Context: an optimization exercise on an open-source flow, tuned for a short achievable clock period and few clock cycles per item. The choices shown serve that exercise and are no tape-out recipe. Function was checked by simulation only, so behaviour that the tests miss may differ from the original. No activity file was given, so power comes from the tool's default toggle rates.

==> run a: inputs <==
## sensor_reading_band_statistics
module sensor_reading_band_statistics #(
    parameter int unsigned MAX_READINGS = 1024
) (
    input  wire logic               i_clk,
    input  wire logic               i_rst_n,
    input  wire logic               i_valid,
    output logic                    o_ready,
    input  wire logic signed [15:0] i_reading,
    input  wire logic               i_last,
    output logic                    o_valid,
    input  wire logic               i_ready,
    output logic [srbs_pkg::LIMIT_W-1:0] o_min_reading,
    output logic [srbs_pkg::LIMIT_W-1:0] o_max_reading,
    output logic [srbs_pkg::LIMIT_W-1:0] o_avg_reading,
    output logic [srbs_pkg::CNT_W-1:0]   o_valid_count,
    output logic [srbs_pkg::CNT_W-1:0]   o_skipped_count,
    output logic [srbs_pkg::CNT_W-1:0]   o_normal_count,
    output logic [srbs_pkg::CNT_W-1:0]   o_warning_count,
    output logic [srbs_pkg::CNT_W-1:0]   o_critical_count,
    output logic [srbs_pkg::CNT_W-1:0]   o_shutdown_count,
    output logic [srbs_pkg::POS_W-1:0]   o_first_alarm_index,
    output logic                    o_alarm_seen,
    output logic                    o_batch_empty,
    input  wire logic               psel,
    input  wire logic               penable,
    input  wire logic               pwrite,
    input  wire logic [3:0]         paddr,
    input  wire logic [31:0]        pwdata,
    output logic      [31:0]        prdata,
    output logic                    pready
);
    localparam int unsigned LW = srbs_pkg::LIMIT_W;   
    localparam int unsigned CW = srbs_pkg::CNT_W;     
    localparam int unsigned PW = srbs_pkg::POS_W;     
    localparam int unsigned SW = srbs_pkg::SUM_W;     
    localparam int unsigned QW = LW;        
    localparam int unsigned RW = CW - 1;    
    localparam int unsigned QD    = 5;
    localparam int unsigned QPW   = 3;
    srbs_pkg::t_cfg cfg;
    srbs_regs u_regs (
        .i_clk   (i_clk),
        .i_rst_n (i_rst_n),
        .psel    (psel),
        .penable (penable),
        .pwrite  (pwrite),
        .paddr   (paddr),
        .pwdata  (pwdata),
        .prdata  (prdata),
        .pready  (pready),
        .o_cfg   (cfg)
    );
    logic          r_ready;
    logic          r0_v, r0_last;
    logic [15:0]   r0_rd;
    assign r0_v    = i_valid && r_ready;
    assign r0_last = i_last;
  ...
clock: 6.0 ns
lec_check: 0
cap_margin: 20
core_margin: 2
core_utilization: 60
cts_cluster_diameter: 100
cts_cluster_size: 28
setup_slack_margin: 3.7
slew_margin: 20
tns_end_percent: 100
run.sh (not shown) runs the stock make flow with config.mk's settings and CLKGATE_MAP_FILE= SYNTH_SCRIPT=/design/flow/synth_recipe.tcl, a recipe that flattens the netlist after the stock synthesis.
==> inputs of run b, as changes to run a <==
--- a/flow/design.v
+++ b/flow/design.v
@@ -117,13 +117,13 @@
     localparam int unsigned LW = srbs_pkg::LIMIT_W;   
     localparam int unsigned CW = srbs_pkg::CNT_W;     
     localparam int unsigned PW = srbs_pkg::POS_W;     
     localparam int unsigned SW = srbs_pkg::SUM_W;     
     localparam int unsigned QW = LW;        
     localparam int unsigned RW = CW - 1;    
-    localparam int unsigned QD    = 5;
+    localparam int unsigned QD    = 6;
     localparam int unsigned QPW   = 3;
     srbs_pkg::t_cfg cfg;
     srbs_regs u_regs (
         .i_clk   (i_clk),
         .i_rst_n (i_rst_n),
         .psel    (psel),
- CTS_CLUSTER_DIAMETER: 100 -> 70
- CTS_CLUSTER_SIZE: 28 -> 34
==> notes.md <==
- In run a the first-iteration DRC count is lower than in run b, by about 22%.
- Of run a and run b, run b has the higher non-clock buffer count (gap 48).
- Of run b and run a, run b has the higher total power (gap 28%, measured against run a).
- In run a the cell count is lower than in run b, by 14%.
- Against run a, the synthesized area of run b is higher by 15%.
- In critical path depth, run a and run b do not differ.
==> figures <==
| quantity | run b | run a |
|---|---|---|
| Run status | timing/DRC/antenna clean | timing/DRC/antenna clean |
| Xor/xnor cell area share of the yosys netlist | 0.0280 | 0.0284 |
| Storage element area | 46300 sq um | 40200 sq um |
| Number of instances in the placed design | 8570 | 7418 |
| Count of clock tree sinks | 1689 | 1486 |
| Cell area power density | 418 nW/um^2 | 383 nW/um^2 |
| Detailed-placement wirelength estimate | 148000 um | 123000 um |
| Routed wire length on met3 | 25800 um | 17800 um |
| Met2 WL | 113000 um | 94700 um |
| Power attributed to combinational cells | 0.0126 W | 0.00986 W |
| Fin nets | 7585 | 6569 |
| Worst slew pin tran | 1.12 ns | 1.13 ns |
| Capture instance of the worst register-to-register path | o_valid_count[4] | g_q[0].d_h1[2][6] |
Testbench counts of run a, summed over its fixed seeds: cycles 12,618, batches 384.
Testbench counts of run b, summed over its fixed seeds: cycles 12,611, batches 384.

[what the ideal ports hide]
No port has a modelled driver above. Below, the same layouts with a new extraction and two added sets of constraints. Step 1: set_driving_cell puts a clkbuf_16 on i_clk and a buf_2 on each other input, an assumption about the parent block. Step 2 adds t to the input delays and takes it off the output delays; t is the mean of the earliest and latest rising clock arrival at the registers after step 1. Input paths then give back, and output paths get back, about the clock's delay inside the block. Slacks: no drivers / after step 1 / after step 2; pairs: no drivers / after step 1.
run | shift t [ns] | slack for setup (ns) | worst setup path after step 2
run a | 0.806 | 3.496 / 3.425 / 3.004 | input to register
run b | 0.828 | 3.495 / 3.413 / 2.842 | input to register
After both steps every run listed still meets setup and hold. For run b, which loses most, drivers alone change the setup slack by -0.082 ns; drivers and shift together by -0.653 ns.
